This design comes from an exercise in tuning for small area and few clock cycles per item on the open sky130 flow, not from production work.
Only simulation tests tie the RTL to the original design; equivalence was not proved.

==> flow/design.v (excerpt) <==
module ibfu_pipe
#(
  parameter int W     = bfu_pkg::W_DEF,
  parameter int FRAC  = bfu_pkg::FRAC_DEF,
  parameter int SCALE = 1
) (
  input  logic         clk,
  input  logic         rst,
  input  logic         in_valid,
  output logic         in_ready,
  input  logic [W-1:0] a_r_in,
  input  logic [W-1:0] a_i_in,
  input  logic [W-1:0] b_r_in,
  input  logic [W-1:0] b_i_in,
  input  logic [W-1:0] tw_r,
  input  logic [W-1:0] tw_i,
  output logic         out_valid,
  input  logic         out_ready,
  output logic [W-1:0] a_r_out,
  output logic [W-1:0] a_i_out,
  output logic [W-1:0] b_r_out,
  output logic [W-1:0] b_i_out,
  output logic         ovf
);
==> flow/config.mk <==
export PLATFORM = sky130hd
export DESIGN_NAME = ibfu_pipe
export DESIGN_NICKNAME = ibfu_pipe
export VERILOG_FILES = /design/flow/design.v
export SDC_FILE = /design/flow/constraint.sdc
export NUM_CORES = 4
export LEC_CHECK = 0
export ABC_AREA = 1
export CAP_MARGIN = 5
export CORE_MARGIN = 2
export CORE_UTILIZATION = 65
export CTS_BUF_LIST = sky130_fd_sc_hd__clkbuf_16
export CTS_CLUSTER_DIAMETER = 100
export CTS_CLUSTER_SIZE = 22
export PLACE_DENSITY = 0.75
export SLEW_MARGIN = 5
export SYNTH_HIERARCHICAL = 1
==> flow/constraint.sdc <==
create_clock -name core_clock -period 10.0 [get_ports {clk}]
set_input_delay 2.0000 -clock core_clock [delete_from_list [all_inputs] [get_ports {clk}]]
set_output_delay 2.0000 -clock core_clock [all_outputs]
set_load 0.01 [all_outputs]
standard.sh (not shown) runs the stock make flow with config.mk's settings and CLKGATE_MAP_FILE= SYNTH_SCRIPT=/design/flow/synth_recipe.tcl, a recipe that flattens the netlist after the stock synthesis.
==> flow/flow/run.sh <==
#!/bin/bash
# The standard layout flow, with the port buffers made from the smallest
# buffer cell (sky130_fd_sc_hd__buf_1) instead of the one buffer_ports picks.
set -e
export BUFFER_PORTS_ARGS="-buffer_cell sky130_fd_sc_hd__buf_1"
cp standard.sh standard_sh.log
bash standard.sh > standard_flow.log 2>&1
The starting point ran to the end with no violations.
Testbench counts at the start, summed over its fixed seeds: cycles 12,016, items 12,000.
Change:
--- a/flow/config.mk
+++ b/flow/config.mk
@@ -11,2 +11,2 @@
-export CORE_UTILIZATION = 65
-export CTS_BUF_LIST = sky130_fd_sc_hd__clkbuf_16
+export CORE_UTILIZATION = 70
+export CTS_BUF_LIST = sky130_fd_sc_hd__clkbuf_8
@@ -14,2 +14,2 @@
-export CTS_CLUSTER_SIZE = 22
-export PLACE_DENSITY = 0.75
+export CTS_CLUSTER_SIZE = 15
+export PLACE_DENSITY = 0.8
Outcome: Now the flow completed and failed the layout checks on capacitance limit, slew limit; count of clock-buffer cells in the layout rose by 1; global-route usage rose by 3.5 points; synthesized area does not change; utilization rose by 4.7 points; critical path depth rose by 1; wire length rose by 0.35%.
Change:
--- a/flow/config.mk
+++ b/flow/config.mk
@@ -11 +11 @@
-export CORE_UTILIZATION = 70
+export CORE_UTILIZATION = 65
@@ -13,3 +13 @@
-export CTS_CLUSTER_DIAMETER = 100
-export CTS_CLUSTER_SIZE = 15
-export PLACE_DENSITY = 0.8
+export PLACE_DENSITY = 0.75
Effect: With this change the flow finished clean; die area rose by 7.6%; final cell count went up by 2.2%; global-route usage came out lower by 3.2 points; utilization is lower by 4.4 points; critical path depth goes down by 1; non-clock buffer count rose by 5; synthesized area stays the same.


Setup of run 1:
Starting RTL as in the previous note.
Design ibfu_pipe, start of the top module:
module ibfu_pipe
#(
  parameter int W     = bfu_pkg::W_DEF,
  parameter int FRAC  = bfu_pkg::FRAC_DEF,
  parameter int SCALE = 1
) (
  input  logic         clk,
  input  logic         rst,
  input  logic         in_valid,
  output logic         in_ready,
  input  logic [W-1:0] a_r_in,
  input  logic [W-1:0] a_i_in,
  input  logic [W-1:0] b_r_in,
  input  logic [W-1:0] b_i_in,
  input  logic [W-1:0] tw_r,
  input  logic [W-1:0] tw_i,
  output logic         out_valid,
  input  logic         out_ready,
  output logic [W-1:0] a_r_out,
  output logic [W-1:0] a_i_out,
  output logic [W-1:0] b_r_out,
  output logic [W-1:0] b_i_out,
  output logic         ovf
);
==> flow/config.mk <==
export PLATFORM = sky130hd
export DESIGN_NAME = ibfu_pipe
export DESIGN_NICKNAME = ibfu_pipe
export VERILOG_FILES = /design/flow/design.v
export SDC_FILE = /design/flow/constraint.sdc
export NUM_CORES = 4
export LEC_CHECK = 0
export ABC_AREA = 1
export CAP_MARGIN = 5
export CORE_MARGIN = 2
export CORE_UTILIZATION = 65
export CTS_BUF_LIST = sky130_fd_sc_hd__clkbuf_8
export CTS_CLUSTER_DIAMETER = 100
export CTS_CLUSTER_SIZE = 15
export GPL_TIMING_DRIVEN = 0
export PLACE_DENSITY = 0.75
export SLEW_MARGIN = 5
export SYNTH_HIERARCHICAL = 1
==> flow/constraint.sdc <==
create_clock -name core_clock -period 10.0 [get_ports {clk}]
set_input_delay 2.0000 -clock core_clock [delete_from_list [all_inputs] [get_ports {clk}]]
set_output_delay 2.0000 -clock core_clock [all_outputs]
set_load 0.01 [all_outputs]
Scripts as last shown in full above: flow/flow/run.sh
Testbench counts of run 1, summed over its fixed seeds: cycles 12,016, items 12,000.
For run 2, these inputs were changed with respect to run 1:
# run 1
export LEC_CHECK = 0
export ABC_AREA = 1
export CAP_MARGIN = 5
export CORE_MARGIN = 2
export CORE_UTILIZATION = 65
export CTS_BUF_LIST = sky130_fd_sc_hd__clkbuf_8
export CTS_CLUSTER_DIAMETER = 100
export CTS_CLUSTER_SIZE = 15
export GPL_TIMING_DRIVEN = 0
export PLACE_DENSITY = 0.75
export SLEW_MARGIN = 5
export SYNTH_HIERARCHICAL = 1
create_clock -name core_clock -period 10.0 [get_ports {clk}]
# run 2
export LEC_CHECK = 0
export ABC_AREA = 1
export CAP_MARGIN = 5
export CORE_MARGIN = 2
export CORE_UTILIZATION = 65
export CTS_BUF_LIST = sky130_fd_sc_hd__clkbuf_8
export CTS_CLUSTER_SIZE = 20
export PLACE_DENSITY = 0.75
export SLEW_MARGIN = 5
export SYNTH_HIERARCHICAL = 1
create_clock -name core_clock -period 10.0 [get_ports {clk}]
Findings:
- Wire length ends up higher on run 1.
- Run 2 has final cell count below what run 1 had.
- On number of buffers added by the clock tree synthesis step: run 2 sits above run 1.
- Run 2 vs run 1 — buffering stage count on the worst path with inverters included dropped 1.
### run 2 -> run 3
# run 2
export LEC_CHECK = 0
export ABC_AREA = 1
export CAP_MARGIN = 5
export CORE_MARGIN = 2
export CORE_UTILIZATION = 65
export CTS_BUF_LIST = sky130_fd_sc_hd__clkbuf_8
export CTS_CLUSTER_SIZE = 20
export PLACE_DENSITY = 0.75
export SLEW_MARGIN = 5
export SYNTH_HIERARCHICAL = 1
create_clock -name core_clock -period 10.0 [get_ports {clk}]
# run 3
export LEC_CHECK = 0
export ABC_AREA = 1
export CAP_MARGIN = 5
export CORE_MARGIN = 2
export CORE_UTILIZATION = 65
export CTS_BUF_LIST = sky130_fd_sc_hd__clkbuf_8
export PLACE_DENSITY = 0.75
export SLEW_MARGIN = 5
export SYNTH_HIERARCHICAL = 1
create_clock -name core_clock -period 10.0 [get_ports {clk}]
diff --git a/flow/flow/run.sh b/flow/flow/run.sh
--- a/flow/flow/run.sh
+++ b/flow/flow/run.sh
@@ -3 +3,3 @@
-# buffer cell (sky130_fd_sc_hd__buf_1) instead of the one buffer_ports picks.
+# buffer cell (sky130_fd_sc_hd__buf_1) instead of the one buffer_ports picks,
+# and ORFS's power recovery (downsizing gates off the critical paths) after
+# global routing.
@@ -5,0 +8 @@
+export RECOVER_POWER=100
Findings:
- Run 3 and run 2: one clean run, run 2; the rest did not finish clean.
- The flow completed for run 3, but it is not clean: the layout still shows capacitance limit, slew limit.
- Compared run 3 against run 2; post-detailed-route via-to-cell ratio within noise.
- Compare run 3 and run 2 | length in cells of the worst reg-to-reg path lower: run 2
- The setup slack of run 3 is smaller than that of run 2.
- Run 3 -> run 2: total number of sequential cells delta 0, exact match

separate check: timing with driven ports:
The flow's constraints put no driver on any port. The routed layouts listed below were extracted and timed again, unchanged, in two steps.
Step 1, drivers: a clkbuf_16 drives clk and a buf_2 each remaining input, both assumed.
Step 2 also shifts input and output timing later by t, the mid clock arrival at the registers, as if the neighbouring blocks saw the same clock.
Three values: ideal, step 1, step 2; two values: the first two.
| run | t (ns) | setup WS [ns] | worst setup path at the end |
|---|---|---|---|
| the first run of note 1 | 0.712 | 0.758 / 0.825 / 0.114 | input to register |
| the second run of note 1 | 0.800 | 0.997 / 1.060 / 0.260 | input to register |
| the third run of note 1 | 0.873 | 0.934 / 0.996 / 0.122 | input to register |
| run 1 | 0.833 | 0.410 / 0.410 / 0.223 | input to register |
| run 2 | 0.873 | 0.934 / 0.996 / 0.122 | input to register |
| run 3 | 0.875 | 0.541 / 0.598 / -0.277 | input to register |
For run 3, which loses most, drivers alone change the setup slack by +0.057 ns; drivers and shift together by -0.818 ns.
